Source: an optimization exercise on an open RTL-to-GDS flow (aim: small area, a short achievable clock period and few clock cycles per item). Production flows keep margins and buffers that such runs may drop.
The RTL was checked by simulation tests, not by an equivalence proof against the original design.
Power and IR drop assume default switching activity.

== 06-03 ==
==> module regional_max, before the edit <==
module regional_max
#(
    parameter int M            = eda_regional_max_pkg::DEF_M,
    parameter int N            = eda_regional_max_pkg::DEF_N,
    parameter int PIXEL_WIDTH  = eda_regional_max_pkg::DEF_PIXEL_WIDTH,
    parameter int WINDOW_WIDTH = eda_regional_max_pkg::DEF_WINDOW_WIDTH,
    parameter int I_WIDTH      = eda_regional_max_pkg::DEF_I_WIDTH,
    parameter int J_WIDTH      = eda_regional_max_pkg::DEF_J_WIDTH,
    parameter int ADDR_WIDTH   = I_WIDTH + J_WIDTH
) (
    input  logic                   clk,
    input  logic                   reset_n,
    input  logic [PIXEL_WIDTH-1:0] pixel_in,
    input  logic [ADDR_WIDTH-1:0]  rd_addr,
    input  logic                   start,
    input  logic [ADDR_WIDTH-1:0]  wr_addr,
    input  logic                   write_en,
    output logic                   done,
    output logic [M*N-1:0]        matrix_output
);
    localparam int P  = M * N;
    logic unused_rd_addr;
    assign unused_rd_addr = ^rd_addr;
    logic          busy_q;      
    logic          cmp_q;       
    logic          itr_q;       
    logic          done_q;
    logic          changed;     
    logic [PIXEL_WIDTH-1:0] img_q [P];
    logic [PIXEL_WIDTH-1:0] bsel_q;   
    logic [P-1:0]           bp;       
    for (genvar p = 0; p < P; p++) begin : g_img
        localparam int R = p / N;
        localparam int C = p % N;
        always_ff @(posedge clk) begin
            if (write_en && !busy_q && wr_addr[ADDR_WIDTH-1:J_WIDTH] == I_WIDTH'(R) &&
                wr_addr[J_WIDTH-1:0] == J_WIDTH'(C))
                img_q[p] <= pixel_in;
        end
        assign bp[p] = |(img_q[p] & bsel_q);
    end
    logic [P-1:0] flag_q;    
    logic [P-1:0] snd;       
    logic [P-1:0] clr;       
    assign snd = bp | ({P{itr_q}} & ~flag_q);
    logic rearm;
    assign rearm = ~busy_q & ~(start & ~done_q);
    function automatic int dr(input int d);
        case (d)
            0, 1, 7: dr = -1;
            3, 4, 5: dr = 1;
            default: dr = 0;
        endcase
    endfunction
    function automatic int dc(input int d);
        case (d)
            1, 2, 3: dc = 1;
            5, 6, 7: dc = -1;
            default: dc = 0;
        endcase
    endfunction
    for (genvar p = 0; p < P; p++) begin : g_pix
        localparam int R = p / N;
        localparam int C = p % N;
        logic [7:0] nb_eq;    
        logic [7:0] nb_hit;   
        for (genvar d = 0; d < 8; d++) begin : g_dir
            localparam int RR = R + dr(d);
            localparam int CC = C + dc(d);
            localparam bit V  = (RR >= 0) && (RR < M) && (CC >= 0) && (CC < N);
            localparam int Q  = V ? RR * N + CC : 0;
            if (V && d >= 2 && d <= 5) begin : g_own
                logic e_eq;
                regional_max_window u_edge (
                    .clk    (clk),
                    .rearm_i(rearm),
                    .a_i    (bp[p]),
                    .b_i    (bp[Q]),
                    .eq_o   (e_eq)
                );
                assign nb_eq[d] = e_eq;
            end else if (V) begin : g_peer
                assign nb_eq[d] = g_pix[Q].g_dir[(d + 4) % 8].g_own.e_eq;
            end else begin : g_none
                assign nb_eq[d] = 1'b0;
            end
            if (V) begin : g_s
                assign nb_hit[d] = nb_eq[d] & snd[Q];
            end else begin : g_ns
                assign nb_hit[d] = 1'b0;
            end
        end
        assign clr[p] = ~bp[p] & (|nb_hit);
    end
    logic [M-1:0] chg_q;
    for (genvar r = 0; r < M; r++) begin : g_chg
        always_ff @(posedge clk) chg_q[r] <= (|(flag_q[r*N +: N] & clr[r*N +: N])) | cmp_q;
    end
    assign changed = |chg_q;
    localparam logic [PIXEL_WIDTH-1:0] MSB = {1'b1, {(PIXEL_WIDTH-1){1'b0}}};
    always_ff @(posedge clk) begin
        if (!reset_n) begin
            busy_q  <= 1'b0;
            cmp_q   <= 1'b0;
            itr_q   <= 1'b0;
            bsel_q  <= MSB;
            done_q  <= 1'b0;
            flag_q  <= '0;
        end else begin
            done_q  <= 1'b0;
            if (!busy_q) begin
                if (start) begin
                    busy_q  <= 1'b1;
                    cmp_q   <= 1'b1;
                    if (done_q) begin
                        flag_q <= '1;
                    end else begin
                        flag_q <= ~clr;
                        bsel_q <= bsel_q >> 1;
                    end
                end
            end else if (cmp_q) begin
                bsel_q <= bsel_q >> 1;
                flag_q <= flag_q & ~clr;
                if (bsel_q[0]) begin
                    cmp_q  <= 1'b0;
                    itr_q  <= 1'b1;
                end
            end else if (itr_q) begin
                flag_q <= flag_q & ~clr;
                if (!changed) begin
                    itr_q  <= 1'b0;
                    busy_q <= 1'b0;
                    done_q <= 1'b1;
                    bsel_q <= MSB;
                end
            end
        end
    end
    assign done          = done_q;
    assign matrix_output = flag_q;
endmodule
Settings: LEC_CHECK=0, ABC_AREA=1, ABC_CLOCK_PERIOD_IN_PS=3000, CAP_MARGIN=20, CORE_MARGIN=2, CORE_UTILIZATION=60, SLEW_MARGIN=20; clock period 9.0 ns.
standard.sh (not shown) runs the stock make flow with config.mk's settings and CLKGATE_MAP_FILE= SYNTH_SCRIPT=/design/flow/synth_recipe.tcl, a recipe that flattens the netlist after the stock synthesis.
==> flow/flow/run.sh <==
#!/bin/bash
# Standard layout, with timing repair aiming 6 ns above the 9 ns clock's
# requirement (i.e. for a 3 ns period), to find the shortest period the design
# reaches. The clock and constraints are the design's, unchanged.
set -euo pipefail
export SETUP_SLACK_MARGIN=6.0
bash standard.sh finish > standard_flow.log 2>&1
Both conditions hold for 06-03: the flow ran to the end and the final layout passed the timing, design-rule and antenna checks.
Testbench counts of 06-03, summed over its fixed seeds: cycles 38,141, images 512.
Changes in 04-05 relative to 06-03:
--- a/flow/design.v
+++ b/flow/design.v
@@ -42,11 +42,11 @@
     assign unused_rd_addr = ^rd_addr;
     logic          busy_q;      
     logic          cmp_q;       
     logic          itr_q;       
     logic          done_q;
-    logic          changed;     
+    logic          changed;
     logic [PIXEL_WIDTH-1:0] img_q [P];
     logic [PIXEL_WIDTH-1:0] bsel_q;   
     logic [P-1:0]           bp;       
     for (genvar p = 0; p < P; p++) begin : g_img
         localparam int R = p / N;
@@ -109,15 +109,13 @@
                 assign nb_hit[d] = 1'b0;
             end
         end
         assign clr[p] = ~bp[p] & (|nb_hit);
     end
-    logic [M-1:0] chg_q;
-    for (genvar r = 0; r < M; r++) begin : g_chg
-        always_ff @(posedge clk) chg_q[r] <= (|(flag_q[r*N +: N] & clr[r*N +: N])) | cmp_q;
-    end
-    assign changed = |chg_q;
+    assign changed = |(flag_q & clr);
+    logic chg_q;
+    always_ff @(posedge clk) chg_q <= changed | cmp_q;
     localparam logic [PIXEL_WIDTH-1:0] MSB = {1'b1, {(PIXEL_WIDTH-1){1'b0}}};
     always_ff @(posedge clk) begin
         if (!reset_n) begin
             busy_q  <= 1'b0;
             cmp_q   <= 1'b0;
@@ -145,11 +143,11 @@
                     cmp_q  <= 1'b0;
                     itr_q  <= 1'b1;
                 end
             end else if (itr_q) begin
                 flag_q <= flag_q & ~clr;
-                if (!changed) begin
+                if (!chg_q) begin
                     itr_q  <= 1'b0;
                     busy_q <= 1'b0;
                     done_q <= 1'b1;
                     bsel_q <= MSB;
                 end
Findings:
- Compare 04-05 and 06-03 | largest fanout on the critical path lower: 06-03
- Relative to 06-03, post-detailed-routing wire length has decreased by 3.5% in 04-05.
- Diff 04-05..06-03 | depth of the worst hold-timing path | unchanged
- On worst endpoint data arrival time: between 04-05 and 06-03, it ends up higher for 06-03.
- Final-layout clock buffer total: 04-05 > 06-03
Testbench counts of 04-05, summed over its fixed seeds: cycles 38,141, images 512.

lagoon:
The RTL this note starts from:
==> flow/design.v <==
package eda_regional_max_pkg;
    localparam int DEF_M            = 8;
    localparam int DEF_N            = 8;
    localparam int DEF_PIXEL_WIDTH  = 8;
    localparam int DEF_WINDOW_WIDTH = 3;
    localparam int DEF_I_WIDTH      = 3;
    localparam int DEF_J_WIDTH      = 3;
endpackage
module regional_max_window (
    input  logic clk,
    input  logic rearm_i,   
    input  logic a_i,       
    input  logic b_i,       
    output logic eq_o       
);
    logic eq_q;
    always_ff @(posedge clk) eq_q <= (eq_q & ~(a_i ^ b_i)) | rearm_i;
    assign eq_o = eq_q;
endmodule
module regional_max
#(
    parameter int M            = eda_regional_max_pkg::DEF_M,
    parameter int N            = eda_regional_max_pkg::DEF_N,
    parameter int PIXEL_WIDTH  = eda_regional_max_pkg::DEF_PIXEL_WIDTH,
    parameter int WINDOW_WIDTH = eda_regional_max_pkg::DEF_WINDOW_WIDTH,
    parameter int I_WIDTH      = eda_regional_max_pkg::DEF_I_WIDTH,
    parameter int J_WIDTH      = eda_regional_max_pkg::DEF_J_WIDTH,
    parameter int ADDR_WIDTH   = I_WIDTH + J_WIDTH
) (
    input  logic                   clk,
    input  logic                   reset_n,
    input  logic [PIXEL_WIDTH-1:0] pixel_in,
    input  logic [ADDR_WIDTH-1:0]  rd_addr,
    input  logic                   start,
    input  logic [ADDR_WIDTH-1:0]  wr_addr,
    input  logic                   write_en,
    output logic                   done,
    output logic [M*N-1:0]        matrix_output
);
    localparam int P  = M * N;
    logic unused_rd_addr;
    assign unused_rd_addr = ^rd_addr;
    logic          busy_q;      
    logic          cmp_q;       
    logic          itr_q;       
    logic          done_q;
    logic          changed;     
    logic [PIXEL_WIDTH-1:0] img_q [P];
    logic [PIXEL_WIDTH-1:0] bsel_q, bsel2_q;
    logic                   last_q;   
    assign last_q = bsel_q[0];
    logic [P-1:0]           bp;       
    logic [M-1:0] wr_row;
    logic [N-1:0] wr_col;
    for (genvar r = 0; r < M; r++) begin : g_wr_row
        assign wr_row[r] = write_en & ~busy_q & (wr_addr[ADDR_WIDTH-1:J_WIDTH] == I_WIDTH'(r));
    end
    for (genvar c = 0; c < N; c++) begin : g_wr_col
        assign wr_col[c] = (wr_addr[J_WIDTH-1:0] == J_WIDTH'(c));
    end
    for (genvar p = 0; p < P; p++) begin : g_img
        localparam int R = p / N;
        localparam int C = p % N;
        always_ff @(posedge clk) begin
            if (wr_row[R] & wr_col[C]) img_q[p] <= pixel_in;
        end
        if (R < M / 2) begin : g_lo
            assign bp[p] = |(img_q[p] & bsel_q);
        end else begin : g_hi
            assign bp[p] = |(img_q[p] & bsel2_q);
        end
    end
    logic [P-1:0] flag_q;    
    logic [P-1:0] snd;       
    logic [P-1:0] nbany;     
    logic [P-1:0] clr;       
    assign snd = bp | ({P{itr_q | last_q}} & ~flag_q);
    logic finish;
    assign finish = itr_q & ~changed;
    assign rearm = (~busy_q & ~start) | finish;
    function automatic int dr(input int d);
        case (d)
            0, 1, 7: dr = -1;
            3, 4, 5: dr = 1;
            default: dr = 0;
        endcase
    endfunction
    function automatic int dc(input int d);
        case (d)
            1, 2, 3: dc = 1;
            5, 6, 7: dc = -1;
            default: dc = 0;
        endcase
    endfunction
    for (genvar p = 0; p < P; p++) begin : g_pix
        localparam int R = p / N;
        localparam int C = p % N;
        logic [7:0] nb_eq;    
        logic [7:0] nb_hit;   
        for (genvar d = 0; d < 8; d++) begin : g_dir
            localparam int RR = R + dr(d);
            localparam int CC = C + dc(d);
            localparam bit V  = (RR >= 0) && (RR < M) && (CC >= 0) && (CC < N);
            localparam int Q  = V ? RR * N + CC : 0;
            if (V && d >= 2 && d <= 5) begin : g_own
                logic e_eq;
                regional_max_window u_edge (
                    .clk    (clk),
                    .rearm_i(rearm),
                    .a_i    (bp[p]),
                    .b_i    (bp[Q]),
                    .eq_o   (e_eq)
                );
                assign nb_eq[d] = e_eq;
            end else if (V) begin : g_peer
                assign nb_eq[d] = g_pix[Q].g_dir[(d + 4) % 8].g_own.e_eq;
            end else begin : g_none
                assign nb_eq[d] = 1'b0;
            end
            if (V) begin : g_s
                assign nb_hit[d] = nb_eq[d] & snd[Q];
            end else begin : g_ns
                assign nb_hit[d] = 1'b0;
            end
        end
        assign nbany[p] = |nb_hit;
        assign clr[p]   = ~bp[p] & nbany[p];
    end
    logic [M-1:0] chg_q;
    for (genvar r = 0; r < M; r++) begin : g_chg
        always_ff @(posedge clk) chg_q[r] <= (|(flag_q[r*N +: N] & nbany[r*N +: N])) | cmp_q;
    end
    assign changed = |chg_q;
    localparam logic [PIXEL_WIDTH-1:0] MSB = {1'b1, {(PIXEL_WIDTH-1){1'b0}}};
    always_ff @(posedge clk) begin
        if (!reset_n) begin
            busy_q  <= 1'b0;
            cmp_q   <= 1'b0;
            itr_q   <= 1'b0;
            bsel_q  <= MSB;
            bsel2_q <= MSB;
            done_q  <= 1'b0;
            flag_q  <= '0;
        end else begin
            done_q  <= 1'b0;
            if (!busy_q) begin
                if (start) begin
                    busy_q  <= 1'b1;
                    cmp_q   <= 1'b1;
                    flag_q  <= ~clr;
                    bsel_q  <= bsel_q >> 1;
                    bsel2_q <= bsel2_q >> 1;
                end
            end else if (cmp_q) begin
                bsel_q  <= bsel_q >> 1;
                bsel2_q <= bsel2_q >> 1;
                flag_q <= flag_q & ~clr;
                if (last_q) begin
                    cmp_q  <= 1'b0;
                    itr_q  <= 1'b1;
                end
            end else if (itr_q) begin
                flag_q <= flag_q & ~clr;
                if (finish) begin
                    itr_q  <= 1'b0;
                    busy_q <= 1'b0;
                    done_q <= 1'b1;
                    bsel_q  <= MSB;
                    bsel2_q <= MSB;
                end
            end
        end
    end
    assign done          = done_q;
    assign matrix_output = flag_q;
endmodule
export LEC_CHECK = 0
export ABC_CLOCK_PERIOD_IN_PS = 3000
export CAP_MARGIN = 20
export CORE_MARGIN = 2
export CORE_UTILIZATION = 60
export CTS_CLUSTER_DIAMETER = 150
export CTS_CLUSTER_SIZE = 30
export SLEW_MARGIN = 20
create_clock -name core_clock -period 9.0 [get_ports {clk}]
Scripts as last shown in full above: flow/flow/run.sh
lagoon went all the way through synthesis, placement and routing and the layout is clean on timing, DRC and antenna.
Testbench counts of lagoon, summed over its fixed seeds: cycles 38,048, images 512.
diff inputs: lagoon => ember
-- flow/design.v --
<<< lagoon, line 47
    logic          changed;     
    logic [PIXEL_WIDTH-1:0] img_q [P];
    logic [PIXEL_WIDTH-1:0] bsel_q, bsel2_q;
    logic                   last_q;   
    assign last_q = bsel_q[0];
    logic [P-1:0]           bp;       
    logic [M-1:0] wr_row;
>>> ember, line 47
    logic          changed;     
    logic [PIXEL_WIDTH-1:0] img_q [P];
    logic [PIXEL_WIDTH-1:0] bsel_q;   
    logic [P-1:0]           bp;       
    logic [M-1:0] wr_row;
<<< lagoon, line 65
            if (wr_row[R] & wr_col[C]) img_q[p] <= pixel_in;
        end
        if (R < M / 2) begin : g_lo
            assign bp[p] = |(img_q[p] & bsel_q);
        end else begin : g_hi
            assign bp[p] = |(img_q[p] & bsel2_q);
        end
    end
    logic [P-1:0] flag_q;    
    logic [P-1:0] snd;       
    logic [P-1:0] nbany;     
    logic [P-1:0] clr;       
    assign snd = bp | ({P{itr_q | last_q}} & ~flag_q);
    logic finish;
    assign finish = itr_q & ~changed;
>>> ember, line 63
            if (wr_row[R] & wr_col[C]) img_q[p] <= pixel_in;
        end
        assign bp[p] = |(img_q[p] & bsel_q);
    end
    logic [P-1:0] flag_q;    
    logic [P-1:0] snd;       
    logic [P-1:0] clr;       
    assign snd = bp | ({P{itr_q | bsel_q[0]}} & ~flag_q);
    logic finish;
    assign finish = itr_q & ~changed;
<<< lagoon, line 124
            end
        end
        assign nbany[p] = |nb_hit;
        assign clr[p]   = ~bp[p] & nbany[p];
    end
    logic [M-1:0] chg_q;
    for (genvar r = 0; r < M; r++) begin : g_chg
        always_ff @(posedge clk) chg_q[r] <= (|(flag_q[r*N +: N] & nbany[r*N +: N])) | cmp_q;
    end
    assign changed = |chg_q;
>>> ember, line 117
            end
        end
        assign clr[p] = ~bp[p] & (|nb_hit);
    end
    logic [M-1:0] chg_q;
    for (genvar r = 0; r < M; r++) begin : g_chg
        always_ff @(posedge clk) chg_q[r] <= (|(flag_q[r*N +: N] & clr[r*N +: N])) | cmp_q;
    end
    assign changed = |chg_q;
<<< lagoon, line 139
            itr_q   <= 1'b0;
            bsel_q  <= MSB;
            bsel2_q <= MSB;
            done_q  <= 1'b0;
            flag_q  <= '0;
>>> ember, line 131
            itr_q   <= 1'b0;
            bsel_q  <= MSB;
            done_q  <= 1'b0;
            flag_q  <= '0;
<<< lagoon, line 150
                    flag_q  <= ~clr;
                    bsel_q  <= bsel_q >> 1;
                    bsel2_q <= bsel2_q >> 1;
                end
            end else if (cmp_q) begin
                bsel_q  <= bsel_q >> 1;
                bsel2_q <= bsel2_q >> 1;
                flag_q <= flag_q & ~clr;
                if (last_q) begin
                    cmp_q  <= 1'b0;
                    itr_q  <= 1'b1;
>>> ember, line 141
                    flag_q  <= ~clr;
                    bsel_q  <= bsel_q >> 1;
                end
            end else if (cmp_q) begin
                bsel_q <= bsel_q >> 1;
                flag_q <= flag_q & ~clr;
                if (bsel_q[0]) begin
                    cmp_q  <= 1'b0;
                    itr_q  <= 1'b1;
<<< lagoon, line 166
                    busy_q <= 1'b0;
                    done_q <= 1'b1;
                    bsel_q  <= MSB;
                    bsel2_q <= MSB;
                end
            end
>>> ember, line 155
                    busy_q <= 1'b0;
                    done_q <= 1'b1;
                    bsel_q <= MSB;
                end
            end
Notes after the runs:
- Sort ember and lagoon by sequential share of cell area, descending, and lagoon comes first.
- Looking at ember and lagoon, the power is a wash.
- Across both runs, area of combinational cells with multiple inputs was lower for ember than for lagoon.
- Relative to lagoon, simple logic cell fraction of the synthesized area has decreased by 0.88 points in ember.
- lagoon and ember ended up with roughly the same design area.
- Compared with lagoon, in ember worst setup slack now sits higher, switching power share of the total ~0 delta, synthesized area divided by synthesized cell count climbed about 1.1%.
- Between ember and lagoon, the clock group share of total power is higher for ember.
- Diff lagoon..ember | combinational power | negligible
- Of ember and lagoon, it is ember that has the lower proportion of cell area occupied by multi-input gates.
- ember ended up with fewer standard cells than lagoon.
Testbench counts of ember, summed over its fixed seeds: cycles 38,048, images 512.

## what the ideal ports hide
The flow's constraints put no driver on any port. The routed layouts listed below were extracted and timed again, unchanged, in two steps. Step 1 (the two cells are an assumption about what drives the block):
set clk [get_ports {clk}]
set_driving_cell -lib_cell sky130_fd_sc_hd__clkbuf_16 $clk
set_driving_cell -lib_cell sky130_fd_sc_hd__buf_2 [delete_from_list [all_inputs] $clk]
Step 2 moves the port delays by t, midway between the first and last clock arrival at a register: inputs arrive t later, outputs are due t later. That takes back most of the time a late clock gives input paths. Three values: no drivers, after step 1, after step 2; two values: the first two.
run | shift t [ns] | setup slack, ns | worst setup path after step 2 | worst slew at a driven data input, ns | pins driven straight from the clock port
06-03 | 0.700 | 5.964 / 5.958 / 5.352 | input to register | 0.05 | 1
04-05 | 0.704 | 6.000 / 5.958 / 5.420 | input to register | 0.03 | 1
lagoon | 0.721 | 5.933 / 5.933 / 5.278 | input to register | 0.04 | 1
ember | 0.722 | 5.972 / 5.958 / 5.356 | input to register | 0.03 | 1
After both steps setup and hold are still met in every run listed. The setup slack of lagoon, which loses most, moves by 0.000 ns with the drivers and by -0.655 ns with both steps.
